Background: an optimization exercise with open tools, aiming at small area, a short achievable clock period and few clock cycles per item. Do not read the settings as production practice. In this exercise RTL edits were held to simulation tests only and were not proved equivalent to the original. Power and IR drop assume default switching activity.

--- config.mk ---
export PLATFORM = sky130hd
export DESIGN_NAME = uart_dual_ring_fifo
export DESIGN_NICKNAME = uart_dual_ring_fifo
export VERILOG_FILES = /design/flow/design.v
export SDC_FILE = /design/flow/constraint.sdc
export NUM_CORES = 4
export LEC_CHECK = 0
export ABC_CLOCK_PERIOD_IN_PS = 2500
export CAP_MARGIN = 20
export CORE_MARGIN = 2
export CORE_UTILIZATION = 40
export SETUP_SLACK_MARGIN = 2.3
export SLEW_MARGIN = 20
--- constraint.sdc ---
create_clock -name core_clock -period 5.0 [get_ports {i_clk}]
set_input_delay 1.0000 -clock core_clock [delete_from_list [all_inputs] [get_ports {i_clk}]]
set_output_delay 1.0000 -clock core_clock [all_outputs]
set_load 0.01 [all_outputs]
--- design.v ---
package udrf_pkg;
    localparam int RX_DEPTH = 255;
    localparam int TX_DEPTH = 255;
    localparam int RX_AW    = 8;
    localparam int TX_AW    = 8;
    localparam int DATA_W   = 8;
    localparam int CMD_W    = 2;
    typedef enum logic [CMD_W-1:0] {
        CMD_RX_BYTE  = 2'd0,
        CMD_POP      = 2'd1,
        CMD_PUSH     = 2'd2,
        CMD_TX_READY = 2'd3
    } t_cmd;
    typedef struct packed {
        logic [DATA_W-1:0] data;
        logic              data_valid;
        logic              accepted;
        logic              rx_notify;
        logic              tx_irq_enabled;
    } t_result;
endpackage
module udrf_ram #(
    parameter int DEPTH = 255,
    parameter int WIDTH = 8,
    parameter int AW    = 8
) (
    input  logic             i_clk,
    input  logic             i_clr,
    input  logic             i_we,
    input  logic [AW-1:0]    i_waddr,
    input  logic [WIDTH-1:0] i_wdata,
    input  logic             i_re,
    input  logic [AW-1:0]    i_raddr,
    output logic [WIDTH-1:0] o_rdata
);
    logic [DEPTH*WIDTH-1:0] r_mem;
    logic [DEPTH-1:0]       wsel, rsel, keep;
    always_comb begin
        for (int i = 0; i < DEPTH; i++) begin
            wsel[i] = i_we && (i_waddr == AW'(i));
            rsel[i] = (i_raddr == AW'(i));
            keep[i] = !i_clr && !(i_re && rsel[i]);
        end
    end
    for (genvar i = 0; i < DEPTH; i++) begin : g_word
        always_ff @(posedge i_clk) begin
            r_mem[i*WIDTH +: WIDTH] <= (r_mem[i*WIDTH +: WIDTH] & {WIDTH{keep[i]}})
                                     | (i_wdata & {WIDTH{wsel[i]}});
        end
    end
    always_comb begin
        o_rdata = '0;
        for (int i = 0; i < DEPTH; i++) begin
            o_rdata = o_rdata | (r_mem[i*WIDTH +: WIDTH] & {WIDTH{rsel[i]}});
        end
    end
endmodule
module uart_dual_ring_fifo (
    input  logic                          i_clk,
    input  logic                          i_rst_n,
    input  logic                          i_in_valid,
    output logic                          o_in_ready,
    input  logic [udrf_pkg::CMD_W-1:0]    i_in_command,
    input  logic [udrf_pkg::DATA_W-1:0]   i_in_data,
    output logic                          o_out_valid,
    input  logic                          i_out_ready,
    output logic [udrf_pkg::DATA_W-1:0]   o_out_data,
    output logic                          o_out_data_valid,
    output logic                          o_out_accepted,
    output logic                          o_out_rx_notify,
    output logic                          o_out_tx_irq_enabled,
    input  logic                          i_cfg_we,
    input  logic                          i_cfg_wdata
);
    localparam int AW     = udrf_pkg::RX_AW;
    localparam int DATA_W = udrf_pkg::DATA_W;
    logic [AW-1:0] r_rx_wr, r_rx_rd, r_tx_wr, r_tx_rd;
    logic [AW-1:0] rx_wr_nxt, rx_rd_nxt, tx_wr_nxt, tx_rd_nxt;
    logic          r_rx_full, r_rx_empty, r_tx_full, r_tx_empty;
    logic          r_tx_irq, n_tx_irq;
    logic          r_notify_en;
    logic              r_in_ready;
    logic              r_out_valid, r_skid_valid;
    udrf_pkg::t_result r_out, r_skid, res;
    logic              accept, take;
    logic              rx_we, rx_re, tx_we, tx_re;
    logic [DATA_W-1:0] rx_rdata, tx_rdata;
    udrf_pkg::t_cmd    cmd;
    assign cmd    = udrf_pkg::t_cmd'(i_in_command);
    assign accept = i_in_valid && r_in_ready;
    assign take   = r_out_valid && i_out_ready;
    assign rx_wr_nxt = (r_rx_wr == AW'(udrf_pkg::RX_DEPTH - 1)) ? '0 : r_rx_wr + AW'(1);
    assign rx_rd_nxt = (r_rx_rd == AW'(udrf_pkg::RX_DEPTH - 1)) ? '0 : r_rx_rd + AW'(1);
    assign tx_wr_nxt = (r_tx_wr == AW'(udrf_pkg::TX_DEPTH - 1)) ? '0 : r_tx_wr + AW'(1);
    assign tx_rd_nxt = (r_tx_rd == AW'(udrf_pkg::TX_DEPTH - 1)) ? '0 : r_tx_rd + AW'(1);
    always_comb begin
        rx_we    = 1'b0;
        rx_re    = 1'b0;
        tx_we    = 1'b0;
        tx_re    = 1'b0;
        n_tx_irq = r_tx_irq;
        case (cmd)
            udrf_pkg::CMD_RX_BYTE:  rx_we = !r_rx_full;
            udrf_pkg::CMD_POP:      rx_re = !r_rx_empty;
            udrf_pkg::CMD_PUSH: begin
                tx_we = !r_tx_full;
                if (!r_tx_full) n_tx_irq = 1'b1;
            end
            default: begin
                if (r_tx_irq) begin
                    if (r_tx_empty) n_tx_irq = 1'b0;
                    else            tx_re    = 1'b1;
                end
            end
        endcase
        res.data           = rx_re ? rx_rdata : (tx_re ? tx_rdata : '0);
        res.data_valid     = rx_re || tx_re;
        res.accepted       = rx_we || tx_we;
        res.rx_notify      = (cmd == udrf_pkg::CMD_RX_BYTE) && r_notify_en;
        res.tx_irq_enabled = n_tx_irq;
    end
    udrf_ram #(.DEPTH(udrf_pkg::RX_DEPTH), .WIDTH(DATA_W), .AW(AW)) u_rx_ram (
        .i_clk   (i_clk),
        .i_clr   (!i_rst_n),
        .i_we    (accept && rx_we),
        .i_waddr (r_rx_wr),
        .i_wdata (i_in_data),
        .i_re    (accept && rx_re),
        .i_raddr (r_rx_rd),
        .o_rdata (rx_rdata)
    );
    udrf_ram #(.DEPTH(udrf_pkg::TX_DEPTH), .WIDTH(DATA_W), .AW(AW)) u_tx_ram (
        .i_clk   (i_clk),
        .i_clr   (!i_rst_n),
        .i_we    (accept && tx_we),
        .i_waddr (r_tx_wr),
        .i_wdata (i_in_data),
        .i_re    (accept && tx_re),
        .i_raddr (r_tx_rd),
        .o_rdata (tx_rdata)
    );
    always_ff @(posedge i_clk) begin
        if (!i_rst_n) begin
            r_rx_wr     <= '0;
            r_rx_rd     <= '0;
            r_tx_wr     <= '0;
            r_tx_rd     <= '0;
            r_rx_full   <= 1'b0;
            r_rx_empty  <= 1'b1;
            r_tx_full   <= 1'b0;
            r_tx_empty  <= 1'b1;
            r_tx_irq    <= 1'b0;
            r_notify_en <= 1'b0;
        end else begin
            if (i_cfg_we) begin
                r_notify_en <= i_cfg_wdata;
            end
            if (accept) begin
                if (rx_we) begin
                    r_rx_wr    <= rx_wr_nxt;
                    r_rx_empty <= 1'b0;
                    r_rx_full  <= (rx_wr_nxt == r_rx_rd);
                end
                if (rx_re) begin
                    r_rx_rd    <= rx_rd_nxt;
                    r_rx_full  <= 1'b0;
                    r_rx_empty <= (rx_rd_nxt == r_rx_wr);
                end
                if (tx_we) begin
                    r_tx_wr    <= tx_wr_nxt;
                    r_tx_empty <= 1'b0;
                    r_tx_full  <= (tx_wr_nxt == r_tx_rd);
                end
                if (tx_re) begin
                    r_tx_rd    <= tx_rd_nxt;
                    r_tx_full  <= 1'b0;
                    r_tx_empty <= (tx_rd_nxt == r_tx_wr);
                end
                r_tx_irq <= n_tx_irq;
            end
        end
    end
    always_ff @(posedge i_clk) begin
        if (!i_rst_n) begin
            r_out_valid  <= 1'b0;
            r_skid_valid <= 1'b0;
            r_in_ready   <= 1'b1;
        end else begin
            if (!r_out_valid || i_out_ready) begin
                r_out_valid  <= r_skid_valid || accept;
                r_skid_valid <= r_skid_valid && accept;
            end else begin
                r_skid_valid <= r_skid_valid || accept;
            end
            r_in_ready <= (32'(r_out_valid) + 32'(r_skid_valid) + 32'(accept) - 32'(take)) < 2;
        end
    end
    always_ff @(posedge i_clk) begin
        if (!r_out_valid || i_out_ready) begin
            r_out <= r_skid_valid ? r_skid : res;
        end
        if (r_out_valid && !i_out_ready && !r_skid_valid) begin
            r_skid <= res;
        end else if (r_skid_valid && (!r_out_valid || i_out_ready)) begin
            r_skid <= res;
        end
    end
    assign o_in_ready           = r_in_ready;
    assign o_out_valid          = r_out_valid;
    assign o_out_data           = r_out.data;
    assign o_out_data_valid     = r_out.data_valid;
    assign o_out_accepted       = r_out.accepted;
    assign o_out_rx_notify      = r_out.rx_notify;
    assign o_out_tx_irq_enabled = r_out.tx_irq_enabled;
endmodule
--- run.sh ---
#!/bin/bash
# synth_recipe.tcl (not shown) runs the flow's synth.tcl, then flattens the netlist and writes it again
# the make line also repeats each setting of config.mk as NAME=value (left out here)
make -C /OpenROAD-flow-scripts/flow DESIGN_CONFIG=/design/flow/config.mk WORK_HOME=/design/flow/orfs CLKGATE_MAP_FILE= SYNTH_SCRIPT=/design/flow/synth_recipe.tcl finish
==> impl_metrics.toml, run 1 <==
[logic_synthesis]
syn_avg_cell_area_um2 = 10.2
synth_top_area_cell = "dfxtp_1"
synthArstFlopShare_pct = 0
netlist_top_cells_area = "dfxtp_1 (51%), a22o_1 (23%), nand3_1 (4.0%)"
synthTopCellsByCount = "a22o_1 (4199), dfxtp_1 (4121), nand3_1 (1296)"
synth_ff_type = "dfxtp_1"
synth_edf_count = 24
synth_nets = 15900
yosys_warnings = 2
synth_cell_types = 87
synth.yosys.seq_area_share_pct = 51.4
syn_area_um2 = 162000
synth_top_area_share_pct = 51.0
syn_inst = 15800
post-synth-top-count-cell = "a22o_1"
ys_ff_latch = 4145

[place]
place_congestion = 1.30
place.detailed.hpwl_um = 1100000
post-place-ws_ps = -317
place_area_um2 = 187000
port_buffers = 29

[floorplan]
ios = 30
die_x_um = 640
initial_utilization_pct = 40.2
rows = 233
die_y_um = 640

[clocking]
cts_root_buf = "clkbuf_16"
ctsHoldBuffers = 0
clk_path_buf_depth = 4
cts_buffers = 444
htreeDepth = 5
clock-sinks = 4145

[global_routing]
grt_pass1_vias = 218000
overflow = 8231
grt_usage_pct = 84.3
grt_pass1_wl_um = 2470000
grt_max_degree = 88

[run_status]
stop_error = "[ERROR GRT-0116] Global routing finished with congestion. Check the congestion regions in the DRC Viewer."
status = "aborted with a tool error"
haltStage = "5_1_grt"
power by group through the flow:
stage	combinational [mW]	sequential, mW	clock (mW)
after floorplan	1.03	33.8	0
after detailed placement	2.63	33.9	0
after CTS	2.65	33.1	35.6
after global placement	2.62	33.9	0
metrics by stage:
| step | std cells | hold slack, ps |
|---|---|---|
| after floorplan | 15800 | 434 |
| after global placement | 22100 | 454 |
| after detailed placement | 22100 | 458 |
| after CTS | 23200 | 475 |
cells by family after synthesis:
kind of cell / Yosys count / share of synthesized area (%)
compound gates: 6622 / 33.1
xor+xnor: 44 / 0.238
fa+ha+maj: 19 / 0.145
buf+inv: 1478 / 3.55
flops: 4145 / 51.4
mux: 123 / 0.825
simple gates: 3412 / 10.7
routing by layer:
| layer | overflow | track usage (%) |
|---|---|---|
| met1 | 47 | 84.7 |
| met2 | 5482 | 98.1 |
| met3 | 73 | 71.4 |
| met4 | 2621 | 85.1 |
| met5 | 8 | 36.8 |
timing repair:
action,in CTS
setup endpoints to repair,3785
buffers inserted,282
resized for setup,499
cloned,28
pin swaps,125
how the worst max path moves through the flow:
stage / startpoint / end
after CTS: r_tx_rd[2] / r_out[8]
after global placement: r_tx_rd[0] / r_out[10]
after floorplan: r_tx_rd[1] / r_out[11]
after detailed placement: r_rx_rd[1] / r_out[9]
Testbench counts, summed over its fixed seeds: cycles 30,822, items 24,576.
==> run 2, diff against run 1 <==
--- a/config.mk
+++ b/config.mk
@@ -8,6 +8,8 @@
 export ABC_CLOCK_PERIOD_IN_PS = 2500
 export CAP_MARGIN = 20
 export CORE_MARGIN = 2
-export CORE_UTILIZATION = 40
+export CORE_UTILIZATION = 45
+export CTS_CLUSTER_DIAMETER = 100
+export CTS_CLUSTER_SIZE = 30
 export SETUP_SLACK_MARGIN = 2.3
 export SLEW_MARGIN = 20
==> run 2 against run 1 <==
The run again fails in 5_1_grt. Area after synthesis stayed put. Synthesized cell count stayed put.
==> impl_metrics.toml, run 2 <==
[floorplan]
die_y_um = 604
rows = 220
ios = 30
die_x_um = 604
initial_utilization_pct = 45.1

[global_routing]
grt_usage_pct = 85.8
overflow = 10000
grt_max_degree = 80
grt_pass1_vias = 204000
grt_pass1_wl_um = 2230000

[run_status]
status = "aborted with a tool error"
haltStage = "5_1_grt"
stop_error = "[ERROR GRT-0116] Global routing finished with congestion. Check the congestion regions in the DRC Viewer."

[logic_synthesis]
synth_top_area_share_pct = 51.0
ys_ff_latch = 4145
synthTopCellsByCount = "a22o_1 (4199), dfxtp_1 (4121), nand3_1 (1296)"
synth_top_area_cell = "dfxtp_1"
synth_cell_types = 87
post-synth-top-count-cell = "a22o_1"
syn_inst = 15800
syn_avg_cell_area_um2 = 10.2
synth_nets = 15900
synth_ff_type = "dfxtp_1"
synth_edf_count = 24
syn_area_um2 = 162000
yosys_warnings = 2
synth.yosys.seq_area_share_pct = 51.4
netlist_top_cells_area = "dfxtp_1 (51%), a22o_1 (23%), nand3_1 (4.0%)"
synthArstFlopShare_pct = 0

[clocking]
clk_path_buf_depth = 4
ctsHoldBuffers = 0
cts_buffers = 181
htreeDepth = 4
cts_root_buf = "clkbuf_16"
clock-sinks = 4145

[place]
place_congestion = 1.37
port_buffers = 29
place.detailed.hpwl_um = 1010000
place_area_um2 = 181000
[run 2: cell counts after synthesis]
Identical to the previous run, type by type.
[run 2: power by group through the flow]
stage	clock [mW]	combinational [mW]	sequential [mW]
global placement	0	2.41	33.9
detailed placement	0	2.42	33.9
floorplan	0	1.03	33.8
CTS	19.4	2.44	33.1
[run 2: worst max-delay path by stage]
stage	startpoint	endpoint	cells past startpoint
floorplan	r_tx_rd[1]	r_out[11]	12
global placement	r_rx_rd[1]	r_out[10]	12
detailed placement	r_rx_rd[2]	r_out[6]	15
CTS	r_rx_rd[6]	r_out[10]	13
[run 2: logic make-up after synthesis]
logic type | count (synthesis) | synth area share (%)
DFF | 4145 | 51.4
xor gates and xnor gates | 44 | 0.238
adders and majority gates | 19 | 0.145
AOI/OAI and AO/OA | 6622 | 33.1
muxes | 123 | 0.825
and+or+nand+nor | 3412 | 10.7
buffers and inverters | 1478 | 3.55
[run 2: what timing repair did]
| item | in CTS |
|---|---|
| endpoints found under the setup margin | 4107 |
| setup buffers | 260 |
| pin swaps | 118 |
| endpoints found under the hold margin | 0 |
| gates cloned | 20 |
| gates resized for setup | 453 |
[run 2: metrics by stage]
stage | worst slack (ps) | cells
2_1_floorplan | 1820 | 15800
3_3_place_gp | -226 | 20900
3_5_place_dp | -211 | 20900
4_1_cts | 849 | 21500
[run 2: per-layer routing]
| metal | global-route usage, % | overflow |
|---|---|---|
| met1 | 86.2 | 166 |
| met2 | 101 | 6641 |
| met3 | 70.7 | 211 |
| met4 | 85.4 | 2973 |
| met5 | 42.1 | 29 |
